Background: an optimization exercise with open tools, aiming at small area and a short achievable clock period. Do not read the settings as production practice. Function was checked by simulation only, so behaviour that the tests miss may differ from the original. Power is estimated from default activity; no workload was simulated.

## fpu_top
module fpu_top (
	input  wire         clk,
	input  wire         rstn,
	input       fpu_pkg::instr_t instr,
	input       fpu_pkg::fp32_t  x1,	 
	input       fpu_pkg::int32_t x2,	 
	output fpu_pkg::fp32_t       y,
	output fpu_pkg::fpu_exc_t    exc
);
	function automatic logic [4:0] ftoi_amt(input logic [4:0] k);	 
		ftoi_amt = '0;
		for (int j = 0; j < 32; j++) if (k == 5'(j)) ftoi_amt = 5'((30 - j) & 31);
	endfunction
	function automatic logic [7:0] itof_exp(input logic [4:0] k);	 
		itof_exp = '0;
		for (int j = 0; j < 32; j++) if (k == 5'(j)) itof_exp = 8'(157 - j);
	endfunction
	function automatic logic [22:0] floor_mask(input logic [7:0] ee);
		for (int i = 0; i < 23; i++) floor_mask[i] = !ee[7] || (i < 22 && ee[4:0] <= 5'(21 - i));
	endfunction
	logic d_abs, d_neg, d_flr, d_ftoi, d_itof, cop1;
	assign cop1   = instr.op1 == fpu_pkg::OP1_COP1;
	assign d_abs  = cop1 && instr.fmt == fpu_pkg::FMT_S && instr.op2 == fpu_pkg::FUNCT_ABS;
	assign d_neg  = cop1 && instr.fmt == fpu_pkg::FMT_S && instr.op2 == fpu_pkg::FUNCT_NEG;
	assign d_flr  = cop1 && instr.fmt == fpu_pkg::FMT_S && instr.op2 == fpu_pkg::FUNCT_FLOOR;
	assign d_ftoi = cop1 && instr.fmt == fpu_pkg::FMT_W_FTOI && instr.op2 == fpu_pkg::FUNCT_CVT;
	assign d_itof = cop1 && instr.fmt == fpu_pkg::FMT_ITOF && instr.op2 == fpu_pkg::FUNCT_CVT;
	logic [7:0] e1;
	logic       fz_d, c_nan, c_ovf, c_half, c_norm;
	assign e1     = x1[30:23];
	assign fz_d   = x1[22:0] == '0;
	assign c_nan  = (e1 == 8'hff) && !fz_d;
	assign c_ovf  = !c_nan && ((e1 > 8'd158) || (e1 == 8'd158 && !(x1[31] && fz_d)));
	assign c_half = e1 == 8'd126;
	assign c_norm = (e1 >= 8'd127) && !c_nan && !c_ovf;
	logic fl_c_d;
	assign fl_c_d = x1[31] && e1 >= 8'd127 && e1 < 8'd150 && |(x1[22:0] & floor_mask(e1));
	logic o_sgn_d, o_flr_d, o_ft_d, o_fh_d, o_it_d;
	fpu_pkg::fpu_exc_t x_d;
	assign o_sgn_d       = rstn && (d_abs || d_neg);
	assign o_flr_d       = rstn && d_flr;
	assign o_ft_d        = rstn && d_ftoi && c_norm;
	assign o_fh_d        = rstn && d_ftoi && c_half;	 
	assign o_it_d        = rstn && d_itof && x2 != '0;
	assign x_d.invalid_op = rstn && !(d_abs || d_neg || d_flr || d_ftoi || d_itof);
	assign x_d.nan        = rstn && d_ftoi && c_nan;
	assign x_d.ovf        = rstn && d_ftoi && c_ovf;
	logic        s2;
	logic [30:0] v2;
	logic [30:0] pick;
	logic [30:0] cpl;
	logic [31:0] d_d;
	assign s2 = x2[31];
	assign v2 = x2[30:0];
  ...
For scale: roughly 1,300 cells after synthesis.
==> flow/config.mk <==
export PLATFORM = sky130hd
export DESIGN_NAME = fpu_top
export DESIGN_NICKNAME = fpu_top
export VERILOG_FILES = /design/flow/design.v
export SDC_FILE = /design/flow/constraint.sdc
export NUM_CORES = 4
export LEC_CHECK = 0
export CAP_MARGIN = 20
export CORE_MARGIN = 2
export CORE_UTILIZATION = 40
export SLEW_MARGIN = 20
==> flow/constraint.sdc <==
create_clock -name core_clock -period 8.0 [get_ports {clk}]
set_input_delay 1.6000 -clock core_clock [delete_from_list [all_inputs] [get_ports {clk}]]
set_output_delay 1.6000 -clock core_clock [all_outputs]
set_load 0.01 [all_outputs]
standard.sh (not shown) runs the stock make flow with config.mk's settings and CLKGATE_MAP_FILE= SYNTH_SCRIPT=/design/flow/synth_recipe.tcl, a recipe that flattens the netlist after the stock synthesis.
==> flow/flow/run.sh <==
#!/bin/bash
# Standard synthesis, then the combinational logic re-mapped by ABC with
# iterated choice-based mapping (flip-flops untouched), then the standard
# layout from floorplan on, with plain buffers on the ports and a
# lighter clock tree.
set -euo pipefail
WORK=$(pwd)
R=$WORK/orfs/results/$FLOW_PLATFORM/fpu_top/base
LOGS=$WORK/orfs/logs/$FLOW_PLATFORM/fpu_top/base
bash standard.sh synth > $WORK/flow_synth.log 2>&1
cp $R/1_2_yosys.v $R/1_2_yosys.std.v
YOSYS=$FLOW_HOME/../tools/install/yosys/bin/yosys
[ -x "$YOSYS" ] || YOSYS=$(command -v yosys)
export REABC_LIB=$FLOW_HOME/platforms/$FLOW_PLATFORM/lib/sky130_fd_sc_hd__tt_025C_1v80.lib
export REABC_IN=$R/1_2_yosys.std.v
export REABC_OUT=$R/1_2_yosys.v
export REABC_SCRIPT=$WORK/flow/abc.scr
export REABC_CONSTR=$WORK/orfs/objects/$FLOW_PLATFORM/fpu_top/base/abc.constr
export REABC_DONT_USE="$(grep -m1 -- '^abc -script' $LOGS/1_2_yosys.log | grep -o -- '-dont_use [^ ]*' | awk '{print $2}' | tr '\n' ' ')"
export REABC_FLOPS="$(grep -o 'sky130_fd_sc_hd__[a-z]*df[a-z0-9_]*' $R/1_2_yosys.std.v | sort -u | tr '\n' ' ')"
$YOSYS -c $WORK/flow/reabc.tcl > $WORK/flow_reabc.log 2>&1
rm -f $R/1_synth.odb $R/1_synth.sdc
export SETUP_SLACK_MARGIN=5.2
# port buffers: the smallest plain buffer, which the resizer upsizes where needed
export BUFFER_PORTS_ARGS="-buffer_cell sky130_fd_sc_hd__buf_1"
# clock tree: mid-size buffers and no dummy loads
export CTS_ARGS="-sink_clustering_enable -repair_clock_nets -buf_list sky130_fd_sc_hd__clkbuf_8 -dont_use_dummy_load"
bash standard.sh finish > $WORK/flow_finish.log 2>&1
Other scripts of this flow, unchanged in this note and not shown: flow/flow/abc.scr, flow/flow/reabc.tcl
The first run completed with no timing, DRC or antenna violations.
==> next run, changes <==
- CORE_UTILIZATION: 40 -> 50
- PLACE_DENSITY: unset -> 0.75
Design area went down by a few percent.
First-iteration DRC count went up by about a fifth.
Power went down slightly.
Maximum frequency barely changes.
Wire length went down by roughly a tenth.
Count of clock-buffer cells in the layout is unchanged.
Combinational power went down by a few percent.
Sequential cell count stays the same.
Area after synthesis is unchanged.
Utilization went up by 10 points.
Worst setup slack gets worse by 0.0051 ns.
==> next run, changes <==
--- a/flow/flow/run.sh
+++ b/flow/flow/run.sh
@@ -21,5 +21,5 @@
 $YOSYS -c $WORK/flow/reabc.tcl > $WORK/flow_reabc.log 2>&1
 rm -f $R/1_synth.odb $R/1_synth.sdc
-export SETUP_SLACK_MARGIN=5.2
+export SETUP_SLACK_MARGIN=5.3
 # port buffers: the smallest plain buffer, which the resizer upsizes where needed
 export BUFFER_PORTS_ARGS="-buffer_cell sky130_fd_sc_hd__buf_1"
- CORE_UTILIZATION: 50 -> 40
Routed wire length goes up by 12%.
Count of clock-buffer cells in the layout is unchanged.
Total power rises by 2.0%.
Via count rose by 0.38%.
Worst setup slack got worse by 0.043 ns.
==> next run, changes <==
- PLACE_DENSITY: 0.75 -> unset
=>
- The new run finished with timing, DRC and antenna clean
- combinational power barely changes
- hold slack got worse by 0.0032 ns
- final area came out lower by 1.4%
- wire length came out lower by 3.2%
- global-route usage hardly moves
- non-clock buffer count came out higher by 1
- core utilization came out lower by 0.71 points
- sequential power hardly moves
- area after synthesis is unchanged
- clock power came out higher by about 3%
- via count came out lower by 0.39%


## run 1
Another version of the RTL of fpu_top (not shown whole).
For scale: ~1,100 cells after synthesis, ~8600 um2 of cells after synthesis.
==> flow/design.v (excerpt) <==
module fpu_top (
	input  wire         clk,
	input  wire         rstn,
	input       fpu_pkg::instr_t instr,
	input       fpu_pkg::fp32_t  x1,	 
	input       fpu_pkg::int32_t x2,	 
	output fpu_pkg::fp32_t       y,
	output fpu_pkg::fpu_exc_t    exc
);
Settings: LEC_CHECK=0, CAP_MARGIN=20, CORE_MARGIN=2, CORE_UTILIZATION=40, SETUP_SLACK_MARGIN=5, SLEW_MARGIN=20, TNS_END_PERCENT=0; clock period 8.0 ns.
run.sh (not shown) runs the stock make flow with config.mk's settings and CLKGATE_MAP_FILE= SYNTH_SCRIPT=/design/flow/synth_recipe.tcl, a recipe that flattens the netlist after the stock synthesis.
Stock flow here: none of the scripts above is used.
diff inputs: run 1 => run 2
- TNS_END_PERCENT: 0 -> unset
- SETUP_SLACK_MARGIN: 5 -> 4.5
### Flow results
- [run 2] number of cells on the worst reg-to-reg path rose 2 relative to run 1
- There was hardly any difference in x dimension of the die between run 2 and run 1.
- Comparing run 1 and run 2, the higher layout overhead on the synthesized area was measured on run 1.
- For run 1, the timing startpoint of the critical path was d_q[24]$_DFF_P_, unlike run 2, where it was d_q[23]$_DFF_P_.
- Run 1 has higher static power due to leakage than run 2.
- Between run 1 and run 2, the sum of routed wire segments on met1 is lower for run 2.
- Compared with run 1, in run 2 post-synthesis instance total held; number of gates given a new drive strength after cts went down 23.
- Run 1 → run 2: net load switching power went down by about 2%; post-route worst hold slack was more or less identical.
Setup changes, run 2 to run 3
==> flow/flow/run.sh (new file) <==
#!/bin/bash
# Standard synthesis, then the combinational logic re-mapped by ABC with
# iterated choice-based mapping (flip-flops untouched), then the standard
# layout from floorplan on.
set -euo pipefail
WORK=$(pwd)
R=$WORK/orfs/results/$FLOW_PLATFORM/fpu_top/base
LOGS=$WORK/orfs/logs/$FLOW_PLATFORM/fpu_top/base
bash standard.sh synth > $WORK/flow_synth.log 2>&1
cp $R/1_2_yosys.v $R/1_2_yosys.std.v
YOSYS=$FLOW_HOME/../tools/install/yosys/bin/yosys
[ -x "$YOSYS" ] || YOSYS=$(command -v yosys)
export REABC_LIB=$FLOW_HOME/platforms/$FLOW_PLATFORM/lib/sky130_fd_sc_hd__tt_025C_1v80.lib
export REABC_IN=$R/1_2_yosys.std.v
export REABC_OUT=$R/1_2_yosys.v
export REABC_SCRIPT=$WORK/flow/abc.scr
export REABC_CONSTR=$WORK/orfs/objects/$FLOW_PLATFORM/fpu_top/base/abc.constr
export REABC_DONT_USE="$(grep -m1 -- '^abc -script' $LOGS/1_2_yosys.log | grep -o -- '-dont_use [^ ]*' | awk '{print $2}' | tr '\n' ' ')"
export REABC_FLOPS="$(grep -o 'sky130_fd_sc_hd__[a-z]*df[a-z0-9_]*' $R/1_2_yosys.std.v | sort -u | tr '\n' ' ')"
$YOSYS -c $WORK/flow/reabc.tcl > $WORK/flow_reabc.log 2>&1
rm -f $R/1_synth.odb $R/1_synth.sdc
bash standard.sh finish > $WORK/flow_finish.log 2>&1
==> flow/flow/abc.scr (new file) <==
strash
dc2
dch
map
strash
dc2
dch
map
strash
dch
map
topo
buffer -c
upsize -c
dnsize -c
==> flow/flow/reabc.tcl (new file) <==
# Re-map the combinational logic of the standard synthesis netlist with a
# different ABC script. Every flip-flop instance (name and cell type) is kept.
set lib     $::env(REABC_LIB)
set in      $::env(REABC_IN)
set out     $::env(REABC_OUT)
set script  $::env(REABC_SCRIPT)
set dontuse $::env(REABC_DONT_USE)

yosys read_liberty -ignore_miss_func $lib
yosys read_verilog $in
yosys hierarchy -top $::env(FLOW_TOP)
foreach ff [split $::env(REABC_FLOPS)] {
  yosys setattr -mod -set keep_hierarchy 1 $ff
}
yosys flatten
yosys rename -hide w:*.*
yosys opt_clean
set args [list -script $script -liberty $lib -constr $::env(REABC_CONSTR)]
foreach c [split $dontuse] { if {$c ne ""} { lappend args -dont_use $c } }
yosys abc {*}$args
yosys opt_clean -purge
yosys rename -enumerate
foreach ff [split $::env(REABC_FLOPS)] {
  yosys blackbox $ff
}
yosys tee -o $out.stat stat -liberty $lib
yosys write_verilog -noattr -nohex -nodec $out
==> flow/standard.sh (new file) <==
#!/bin/bash
# synth_recipe.tcl (not shown) runs the flow's synth.tcl, then flattens the netlist and writes it again
# the make line also repeats each setting of config.mk as NAME=value (left out here)
make -C /OpenROAD-flow-scripts/flow DESIGN_CONFIG=/design/flow/config.mk WORK_HOME=/design/flow/orfs CLKGATE_MAP_FILE= SYNTH_SCRIPT=/design/flow/synth_recipe.tcl "${@:-finish}"
removed: flow/run.sh
==> summary.txt <==
- Run 3: PASS, flow complete, no timing, DRC or antenna violations
- Comparing run 3 and run 2, clock power share is lower on run 3.
- For number of standard cells in the layout, taps in and fillers out, dividing the value from run 2 by the value from run 3 gives 0.876.
- Run 3: worst path setup slack after routing is 0.39 ns lower than what run 2 reported.
- Compared to run 2, run 3 has core utilization 2.4 points higher.
- In the tables for run 3 and run 2, routed length on met3 reads higher with run 3.
#### Input delta (run 4 over run 3)
- SETUP_SLACK_MARGIN now 5, was 4.5
==> flow/run.sh (new file) <==
#!/bin/bash
# synth_recipe.tcl (not shown) runs the flow's synth.tcl, then flattens the netlist and writes it again
# the make line also repeats each setting of config.mk as NAME=value (left out here)
make -C /OpenROAD-flow-scripts/flow DESIGN_CONFIG=/design/flow/config.mk WORK_HOME=/design/flow/orfs CLKGATE_MAP_FILE= SYNTH_SCRIPT=/design/flow/synth_recipe.tcl finish
removed: flow/flow/run.sh
removed: flow/flow/abc.scr
removed: flow/flow/reabc.tcl
removed: flow/standard.sh
Findings:
- Between run 4 and run 3, maximum clock frequency is lower for run 3, run 4 comes in above that.
- Going from run 3 to run 4, fraction of the core area covered by cells at the end of the flow shows a reduction of 0.28 points; detailed-route wire length shows a reduction of 10%; total power shows an increase of 0.11 mW; share of total power in the clock network shows an increase of 0.6 points; full die area shows an increase of 1400 um2.
- Run 4 vs. run 3: number of placement rows up 2, first-iteration DRC count up about 23%, net count after synthesis down 150.
- Every stage of the flow completed for run 4, and the final layout passed the timing, design-rule and antenna checks.
- Run 3 ran to completion and came out clean on the timing, design-rule and antenna checks.

==> separate check: timing with driven ports <==
Ports are ideal in the flow. The routed layouts listed here were re-timed in OpenROAD.
Step 1 sets driving cells, clkbuf_16 on the clock port and buf_2 on the other inputs (assumed; they add their load-dependent delay and slew).
Step 2 times the ports against the registers' clock, not the clock port: input delays grow and output delays shrink by t, the midpoint of the rising clock arrivals with the driver on.
Slacks: ideal ports / drivers / drivers and shift; pairs: ideal ports / drivers.
run | t, ns | slack for setup (ns) | clock arrival spread, ns | worst data-port slew with drivers (ns)
the first run of note 1 | 0.480 | 5.186 / 5.211 / 4.731 | 0.036 / 0.036 | 0.04
the second run of note 1 | 0.469 | 5.180 / 5.201 / 4.732 | 0.043 / 0.044 | 0.05
the third run of note 1 | 0.462 | 5.138 / 5.153 / 4.691 | 0.033 / 0.034 | 0.04
the fourth run of note 1 | 0.481 | 5.189 / 5.208 / 4.727 | 0.037 / 0.036 | 0.05
run 1 | 0.469 | 5.010 / 5.010 / 4.645 | 0.011 / 0.011 | 0.04
run 2 | 0.468 | 4.679 / 4.679 / 4.436 | 0.011 / 0.011 | 0.05
run 3 | 0.467 | 4.286 / 4.286 / 4.286 | 0.015 / 0.015 | 0.04
run 4 | 0.469 | 5.050 / 5.050 / 4.659 | 0.010 / 0.010 | 0.04
After both steps setup and hold are still met in every run listed. For the fourth run of note 1, which loses most, drivers alone change the setup slack by +0.019 ns; drivers and shift together by -0.462 ns.
